What follows belongs to an exercise in optimizing a design on an open flow for a short achievable clock period and few clock cycles; a production flow would make more cautious choices. In this exercise RTL edits were held to simulation tests only and were not proved equivalent to the original. No activity file was given, so power comes from the tool's default toggle rates.

==> flow/design.v (excerpt) <==
module core_top (
    input  logic        clk,
    input  logic        rst_n,
    input  logic        imem_ack_i,
    input  logic [31:0] imem_instr_i,
    input  logic        retire_ready_i,
    output logic        imem_req_o,
    output logic [31:0] imem_addr_o,
    output logic        retire_valid_o,
    output logic [31:0] retire_pc_o,
    output logic [4:0]  retire_rd_o,
    output logic [31:0] retire_data_o
);
Settings: LEC_CHECK=0, ABC_CLOCK_PERIOD_IN_PS=3500, CAP_MARGIN=20, CORE_MARGIN=2, CORE_UTILIZATION=46, PLACE_DENSITY=0.6, SLEW_MARGIN=20; clock period 10.0 ns.
standard.sh (not shown) runs the stock make flow with config.mk's settings and CLKGATE_MAP_FILE= SYNTH_SCRIPT=/design/flow/synth_recipe.tcl, a recipe that flattens the netlist after the stock synthesis.
==> flow/flow/run.sh <==
#!/bin/bash
set -euo pipefail
bash standard.sh SETUP_SLACK_MARGIN=6.8 finish > standard_flow.log 2>&1
Testbench counts at the start, summed over its fixed seeds: cycles 32,624.
Rerun with:
--- a/flow/design.v
+++ b/flow/design.v
@@ -169,51 +169,55 @@
     logic [31:12]    addr_hp1;
     logic [31:12]    addr_hm1;
     logic [31:0]     i_pc4;
     logic [9:0]      i_dec;
     logic            f2_fix;
     logic            took;
+    logic            la_hit_q;    
+    logic            la_lpx_q;    
+    logic [PB-1:2]   la_tgt_q;    
+    logic [31:0]     seq_q;       
     logic [NL-1:0]   lp_a_q;      
     logic [NL-1:0]   lp_v_q;      
     logic [LT-1:0]   lp_tag_q  [0:NL-1];
     logic [3:0]      lp_trip_q [0:NL-1];
     logic [3:0]      lp_spec_q [0:NL-1];
     logic [3:0]      lp_com_q  [0:NL-1];
     logic [NL-1:0]   lpx_sel;
     logic            lpx;
+    assign took = la_hit_q & ~la_lpx_q;
+    assign pn   = {seq_q[31:PB], took ? la_tgt_q : seq_q[PB-1:2], seq_q[1:0]};
     always_comb begin
         hit_tgt = '0;
         for (int i = 0; i < NB; i++) begin
-            btb_sel[i] = btb_v_q[i] & (addr_i[SK+1:2] == SK'(i >> 1)) &
-                         (btb_tag_q[i] == addr_i[PB-1:SK+2]);
+            btb_sel[i] = btb_v_q[i] & (pn[SK+1:2] == SK'(i >> 1)) &
+                         (btb_tag_q[i] == pn[PB-1:SK+2]);
             hit_tgt    = hit_tgt | (btb_tgt_q[i] & {(PB-2){btb_sel[i]}});
         end
     end
-    assign hit = (|btb_sel) & (page_q == addr_i[31:PB]) & (addr_i[1:0] == 2'b00);
+    assign hit = (|btb_sel) & (page_q == pn[31:PB]) & (pn[1:0] == 2'b00);
     always_comb begin
         for (int i = 0; i < NL; i++) begin
             lpx_sel[i] = lp_a_q[i] & lp_v_q[i] &
-                         (lp_tag_q[i] == addr_i[LT+1:2]) &
+                         (lp_tag_q[i] == pn[LT+1:2]) &
                          (lp_spec_q[i] == lp_trip_q[i]);
         end
     end
     assign lpx  = |lpx_sel;
-    assign took = hit & ~lpx;
-    assign pn   = {i_pc4[31:PB], took ? hit_tgt : i_pc4[PB-1:2], addr_i[1:0]};
     assign addr_i   = ~addr_n_q;
     assign addr_hp1 = addr_i[31:12] + 20'd1;
     assign addr_hm1 = addr_i[31:12] - 20'd1;
     assign xfer     = req_q & imem_ack_i;
     assign i_ptk    = pred_taken(imem_instr_i);
     assign i_lpb    = loop_br(imem_instr_i);
-    assign i_pred   = i_ptk & ~(i_lpb & lpx);
+    assign i_pred   = i_ptk & ~(i_lpb & la_lpx_q);
     assign i_bimm   = b_imm(imem_instr_i);
     assign i_blo    = {1'b0, addr_i[11:0]} + {1'b0, i_bimm[11:0]};
     assign i_btgt   = {(i_blo[12] == imem_instr_i[31]) ? addr_i[31:12] :
                        (imem_instr_i[31] ? addr_hm1 : addr_hp1), i_blo[11:0]};
-    assign i_pc4    = addr_i + 32'd4;
+    assign i_pc4    = seq_q;
     assign i_dec    = decode(imem_instr_i);
     assign f2_pred  = f2_pred_q;
     assign f2_tgt   = f2_pred ? f2_btgt_q : f2_pc4_q;
     assign f2_fix   = f2_v_q & (f2_pred ^ f2_hit_q) & ~redir_q;
     assign f2_pt    = f2_fix & f2_pred;
     assign redirect = redir_q | f2_fix;
@@ -223,18 +227,24 @@
     assign nxt      = (redirect | pend_q) ? (redirect ? rtgt : pend_tgt_q) : pn;
     always_ff @(posedge clk) begin
         if (!rst_n) begin
             req_q   <= 1'b1;
             addr_q  <= core_pkg::RESET_PC;
             addr_n_q <= ~core_pkg::RESET_PC;
+            seq_q   <= core_pkg::RESET_PC + 32'd4;
+            la_hit_q <= 1'b0;
+            la_lpx_q <= 1'b0;
             stale_q <= 1'b0;
             pend_q  <= 1'b0;
         end else if (issue) begin
             req_q   <= 1'b1;
             addr_q  <= nxt;
             addr_n_q <= ~nxt;
+            seq_q   <= nxt + 32'd4;
+            la_hit_q <= hit & ~(redirect | pend_q);
+            la_lpx_q <= lpx & ~(redirect | pend_q);
             stale_q <= 1'b0;
             pend_q  <= 1'b0;
         end else begin
             if (xfer) begin
                 req_q <= 1'b0;
             end
@@ -246,12 +256,17 @@
             end else if (xfer) begin
                 stale_q <= 1'b0;
             end
         end
     end
     always_ff @(posedge clk) begin
+        if (issue) begin
+            la_tgt_q <= hit_tgt;
+        end
+    end
+    always_ff @(posedge clk) begin
         pend_tgt_q <= nxt;
     end
     always_ff @(posedge clk) begin
         if (!rst_n) begin
             f2_v_q <= 1'b0;
         end else begin
After rerunning: The changed run finished clean. Non-clock buffer count goes up by 88. Clock skew drops by 73 ps. Flip-flop and latch count climbs by 49. Worst hold slack gets better by 16 ps. Critical path depth went down by 2. Global-route usage went up by 0.43 points. Setup slack is better by 29 ps.
Testbench counts after the change, summed over its fixed seeds: cycles 32,637.

---

Another version of the RTL of core_top (not shown whole).
Size in the first run: roughly 11000 cells after synthesis, roughly 3800 flip-flops, roughly 140 I/O pins, roughly 160000 um^2 of cells after synthesis.
clock: 10.0 ns
lec_check: 0
abc_clock_period_in_ps: 3500
cap_margin: 20
core_margin: 2
core_utilization: 52
place_density: 0.65
slew_margin: 20
Scripts as last shown in full above: flow/flow/run.sh
The first run ran to the end with no violations.
Testbench counts at the start, summed over its fixed seeds: cycles 32,356.
Then changed:
--- a/flow/design.v
+++ b/flow/design.v
@@ -66,21 +66,21 @@
     input  logic        retire_ready_i,
     output logic        imem_req_o,
     output logic [31:0] imem_addr_o,
     output logic        retire_valid_o,
     output logic [31:0] retire_pc_o,
     output logic [4:0]  retire_rd_o,
     output logic [31:0] retire_data_o
 );
     localparam int QD = 3;    
     localparam int RD = 8;    
-    localparam int BK = 6;    
+    localparam int BK = 5;    
     localparam int NB = 1 << BK;
     localparam int SK = BK - 1;   
     localparam int PB = 12;   
     localparam int LK = 3;    
     localparam int NL = 1 << LK;
     localparam int LT = 10;   
     function automatic logic is_branch(input logic [31:0] w);
         is_branch = (w[6:0] == core_pkg::OPC_BRANCH) && (w[14:13] == 2'b00);
     endfunction
     function automatic logic [31:0] b_imm(input logic [31:0] w);
@@ -157,20 +157,24 @@
     logic            f2_pred;
     logic            f2_pred_q;
     logic            f2_ptk_q;
     logic            f2_lpb_q;
     logic [31:0]     f2_btgt_q;
     logic [31:0]     f2_pc4_q;
     logic            i_ptk;
     logic            i_lpb;
     logic            i_pred;
     logic [31:0]     i_btgt;
+    logic [12:0]     i_blo;
+    logic [31:0]     i_bimm;
+    logic [31:12]    addr_hp1;
+    logic [31:12]    addr_hm1;
     logic [31:0]     i_pc4;
     logic [9:0]      i_dec;
     logic            f2_fix;
     logic            took;
     logic [NL-1:0]   lp_a_q;      
     logic [NL-1:0]   lp_v_q;      
     logic [LT-1:0]   lp_tag_q  [0:NL-1];
     logic [3:0]      lp_trip_q [0:NL-1];
     logic [3:0]      lp_spec_q [0:NL-1];
     logic [3:0]      lp_com_q  [0:NL-1];
@@ -189,25 +193,30 @@
         for (int i = 0; i < NL; i++) begin
             lpx_sel[i] = lp_a_q[i] & lp_v_q[i] &
                          (lp_tag_q[i] == addr_i[LT+1:2]) &
                          (lp_spec_q[i] == lp_trip_q[i]);
         end
     end
     assign lpx  = |lpx_sel;
     assign took = hit & ~lpx;
     assign pn   = {i_pc4[31:PB], took ? hit_tgt : i_pc4[PB-1:2], addr_i[1:0]};
     assign addr_i   = ~addr_n_q;
+    assign addr_hp1 = addr_i[31:12] + 20'd1;
+    assign addr_hm1 = addr_i[31:12] - 20'd1;
     assign xfer     = req_q & imem_ack_i;
     assign i_ptk    = pred_taken(imem_instr_i);
     assign i_lpb    = loop_br(imem_instr_i);
     assign i_pred   = i_ptk & ~(i_lpb & lpx);
-    assign i_btgt   = addr_i + b_imm(imem_instr_i);
+    assign i_bimm   = b_imm(imem_instr_i);
+    assign i_blo    = {1'b0, addr_i[11:0]} + {1'b0, i_bimm[11:0]};
+    assign i_btgt   = {(i_blo[12] == imem_instr_i[31]) ? addr_i[31:12] :
+                       (imem_instr_i[31] ? addr_hm1 : addr_hp1), i_blo[11:0]};
     assign i_pc4    = addr_i + 32'd4;
     assign i_dec    = decode(imem_instr_i);
     assign f2_pred  = f2_pred_q;
     assign f2_tgt   = f2_pred ? f2_btgt_q : f2_pc4_q;
     assign f2_fix   = f2_v_q & (f2_pred ^ f2_hit_q) & ~redir_q;
     assign f2_pt    = f2_fix & f2_pred;
     assign redirect = redir_q | f2_fix;
     assign rtgt     = redir_q ? redir_tgt_q : f2_tgt;
     assign push     = xfer & ~stale_q & ~redirect;
     assign issue    = (~req_q | xfer) & (redir_q | ~qv_q[QD-2]);
The changed run completed with no timing, DRC or antenna violations.
Wire length decreases by about 20%.
Clock skew fell by 0.041 ns.
Global-route usage goes down by 2.7 points.
Utilization decreases by 0.46 points.
Worst setup slack is better by 0.038 ns.
Via count shrinks by about 17%.
Sequential share of layout area rises by 0.51 points.
Final cell count is lower by about 15%.
Hold slack improved by 0.038 ns.
Area after synthesis decreases by about 14%.
Power goes down by 11%.
Testbench counts after the change, summed over its fixed seeds: cycles 32,624.

---

core_top with an RTL version that a note above also has.
Size: ~10000 cells after synthesis, roughly 140 I/O pins.
==> flow/config.mk <==
export PLATFORM = sky130hd
export DESIGN_NAME = core_top
export DESIGN_NICKNAME = core_top
export VERILOG_FILES = /design/flow/design.v
export SDC_FILE = /design/flow/constraint.sdc
export NUM_CORES = 4
export LEC_CHECK = 0
export ABC_CLOCK_PERIOD_IN_PS = 3500
export CAP_MARGIN = 20
export CORE_MARGIN = 2
export CORE_UTILIZATION = 52
export PLACE_DENSITY = 0.65
export SLEW_MARGIN = 20
==> flow/constraint.sdc <==
create_clock -name core_clock -period 10.0 [get_ports {clk}]
set_input_delay 2.0000 -clock core_clock [delete_from_list [all_inputs] [get_ports {clk}]]
set_output_delay 2.0000 -clock core_clock [all_outputs]
set_load 0.01 [all_outputs]
Scripts as last shown in full above: flow/flow/run.sh
The baseline ran to the end with no violations.
Testbench counts at the start, summed over its fixed seeds: cycles 32,637.
Then changed:
--- a/flow/design.v
+++ b/flow/design.v
@@ -165,112 +165,97 @@
     logic            i_pred;
     logic [31:0]     i_btgt;
     logic [12:0]     i_blo;
     logic [31:0]     i_bimm;
     logic [31:12]    addr_hp1;
     logic [31:12]    addr_hm1;
     logic [31:0]     i_pc4;
     logic [9:0]      i_dec;
     logic            f2_fix;
     logic            took;
-    logic            la_hit_q;    
-    logic            la_lpx_q;    
-    logic [PB-1:2]   la_tgt_q;    
-    logic [31:0]     seq_q;       
     logic [NL-1:0]   lp_a_q;      
     logic [NL-1:0]   lp_v_q;      
     logic [LT-1:0]   lp_tag_q  [0:NL-1];
     logic [3:0]      lp_trip_q [0:NL-1];
     logic [3:0]      lp_spec_q [0:NL-1];
     logic [3:0]      lp_com_q  [0:NL-1];
     logic [NL-1:0]   lpx_sel;
     logic            lpx;
-    assign took = la_hit_q & ~la_lpx_q;
-    assign pn   = {seq_q[31:PB], took ? la_tgt_q : seq_q[PB-1:2], seq_q[1:0]};
     always_comb begin
         hit_tgt = '0;
         for (int i = 0; i < NB; i++) begin
-            btb_sel[i] = btb_v_q[i] & (pn[SK+1:2] == SK'(i >> 1)) &
-                         (btb_tag_q[i] == pn[PB-1:SK+2]);
+            btb_sel[i] = btb_v_q[i] & (addr_i[SK+1:2] == SK'(i >> 1)) &
+                         (btb_tag_q[i] == addr_i[PB-1:SK+2]);
             hit_tgt    = hit_tgt | (btb_tgt_q[i] & {(PB-2){btb_sel[i]}});
         end
     end
-    assign hit = (|btb_sel) & (page_q == pn[31:PB]) & (pn[1:0] == 2'b00);
+    assign hit = (|btb_sel) & (page_q == addr_i[31:PB]) & (addr_i[1:0] == 2'b00);
     always_comb begin
         for (int i = 0; i < NL; i++) begin
             lpx_sel[i] = lp_a_q[i] & lp_v_q[i] &
-                         (lp_tag_q[i] == pn[LT+1:2]) &
+                         (lp_tag_q[i] == addr_i[LT+1:2]) &
                          (lp_spec_q[i] == lp_trip_q[i]);
         end
     end
     assign lpx  = |lpx_sel;
+    assign took = hit & ~lpx;
+    assign pn   = {i_pc4[31:PB], took ? hit_tgt : i_pc4[PB-1:2], addr_i[1:0]};
     assign addr_i   = ~addr_n_q;
     assign addr_hp1 = addr_i[31:12] + 20'd1;
     assign addr_hm1 = addr_i[31:12] - 20'd1;
     assign xfer     = req_q & imem_ack_i;
     assign i_ptk    = pred_taken(imem_instr_i);
     assign i_lpb    = loop_br(imem_instr_i);
-    assign i_pred   = i_ptk & ~(i_lpb & la_lpx_q);
+    assign i_pred   = i_ptk & ~(i_lpb & lpx);
     assign i_bimm   = b_imm(imem_instr_i);
     assign i_blo    = {1'b0, addr_i[11:0]} + {1'b0, i_bimm[11:0]};
     assign i_btgt   = {(i_blo[12] == imem_instr_i[31]) ? addr_i[31:12] :
                        (imem_instr_i[31] ? addr_hm1 : addr_hp1), i_blo[11:0]};
-    assign i_pc4    = seq_q;
+    assign i_pc4    = addr_i + 32'd4;
     assign i_dec    = decode(imem_instr_i);
     assign f2_pred  = f2_pred_q;
     assign f2_tgt   = f2_pred ? f2_btgt_q : f2_pc4_q;
     assign f2_fix   = f2_v_q & (f2_pred ^ f2_hit_q) & ~redir_q;
     assign f2_pt    = f2_fix & f2_pred;
     assign redirect = redir_q | f2_fix;
     assign rtgt     = redir_q ? redir_tgt_q : f2_tgt;
     assign push     = xfer & ~stale_q & ~redirect;
     assign issue    = (~req_q | xfer) & (redir_q | ~qv_q[QD-2]);
     assign nxt      = (redirect | pend_q) ? (redirect ? rtgt : pend_tgt_q) : pn;
     always_ff @(posedge clk) begin
         if (!rst_n) begin
             req_q   <= 1'b1;
             addr_q  <= core_pkg::RESET_PC;
             addr_n_q <= ~core_pkg::RESET_PC;
-            seq_q   <= core_pkg::RESET_PC + 32'd4;
-            la_hit_q <= 1'b0;
-            la_lpx_q <= 1'b0;
             stale_q <= 1'b0;
             pend_q  <= 1'b0;
         end else if (issue) begin
             req_q   <= 1'b1;
             addr_q  <= nxt;
             addr_n_q <= ~nxt;
-            seq_q   <= nxt + 32'd4;
-            la_hit_q <= hit & ~(redirect | pend_q);
-            la_lpx_q <= lpx & ~(redirect | pend_q);
             stale_q <= 1'b0;
             pend_q  <= 1'b0;
         end else begin
             if (xfer) begin
                 req_q <= 1'b0;
             end
             if (redirect | xfer) begin
                 pend_q <= 1'b1;
             end
             if (redirect & req_q & ~xfer) begin
                 stale_q <= 1'b1;
             end else if (xfer) begin
                 stale_q <= 1'b0;
             end
         end
     end
     always_ff @(posedge clk) begin
-        if (issue) begin
-            la_tgt_q <= hit_tgt;
-        end
-    end
-    always_ff @(posedge clk) begin
         pend_tgt_q <= nxt;
     end
     always_ff @(posedge clk) begin
         if (!rst_n) begin
             f2_v_q <= 1'b0;
         end else begin
             f2_v_q <= push;
         end
         f2_pc_q   <= addr_i;
         f2_hit_q  <= took;
What happened: Synthesized cell count falls by 3.3%. First-iteration DRC count falls by 11%. Clock-buffer cell count falls by 7. Via count falls by 3.7%. Die area falls by 1.7%. Cell area falls by 2.8%. Non-clock buffer count falls by 38. Global-route usage falls by 1.3 points. Synthesized area falls by 1.7%. Total power falls by 6.2%. Core utilization falls by 0.54 points. Worst setup slack improves by 0.047 ns. Combinational power falls by 17%. Register-to-register slack improves by 0.04 ns.
Testbench counts after the change, summed over its fixed seeds: cycles 32,624.

what the ideal ports hide:
In the flow no input, the clock included, has a driving cell. The finished layouts below were timed again as built, in two steps. Step 1 assumes that a clkbuf_16 drives the clock port and a buf_2 every other input. Step 2 adds t to the input delays and takes it off the output delays; t is the mean of the earliest and latest rising clock arrival at the registers after step 1. Input paths then give back, and output paths get back, about the clock's delay inside the block. Slacks: ideal / step 1 / step 2; pairs: ideal / step 1.
run | t, ns | slack for setup (ns) | slew at the worst register clock pin (ns)
the first run of note 1 | 1.013 | 6.290 / 6.352 / 5.339 | 0.07 / 0.07
the second run of note 1 | 1.038 | 6.319 / 6.304 / 5.267 | 0.07 / 0.07
the first run of note 2 | 1.039 | 6.221 / 6.272 / 5.233 | 0.07 / 0.07
the second run of note 2 | 1.024 | 6.260 / 6.318 / 5.294 | 0.07 / 0.07
the first run of note 3 | 1.046 | 6.345 / 6.240 / 5.194 | 0.07 / 0.07
the second run of note 3 | 1.025 | 6.392 / 6.360 / 5.335 | 0.07 / 0.07
After both steps every run listed still meets setup and hold. For the first run of note 3, which loses most, drivers alone change the setup slack by -0.105 ns; drivers and shift together by -1.151 ns.
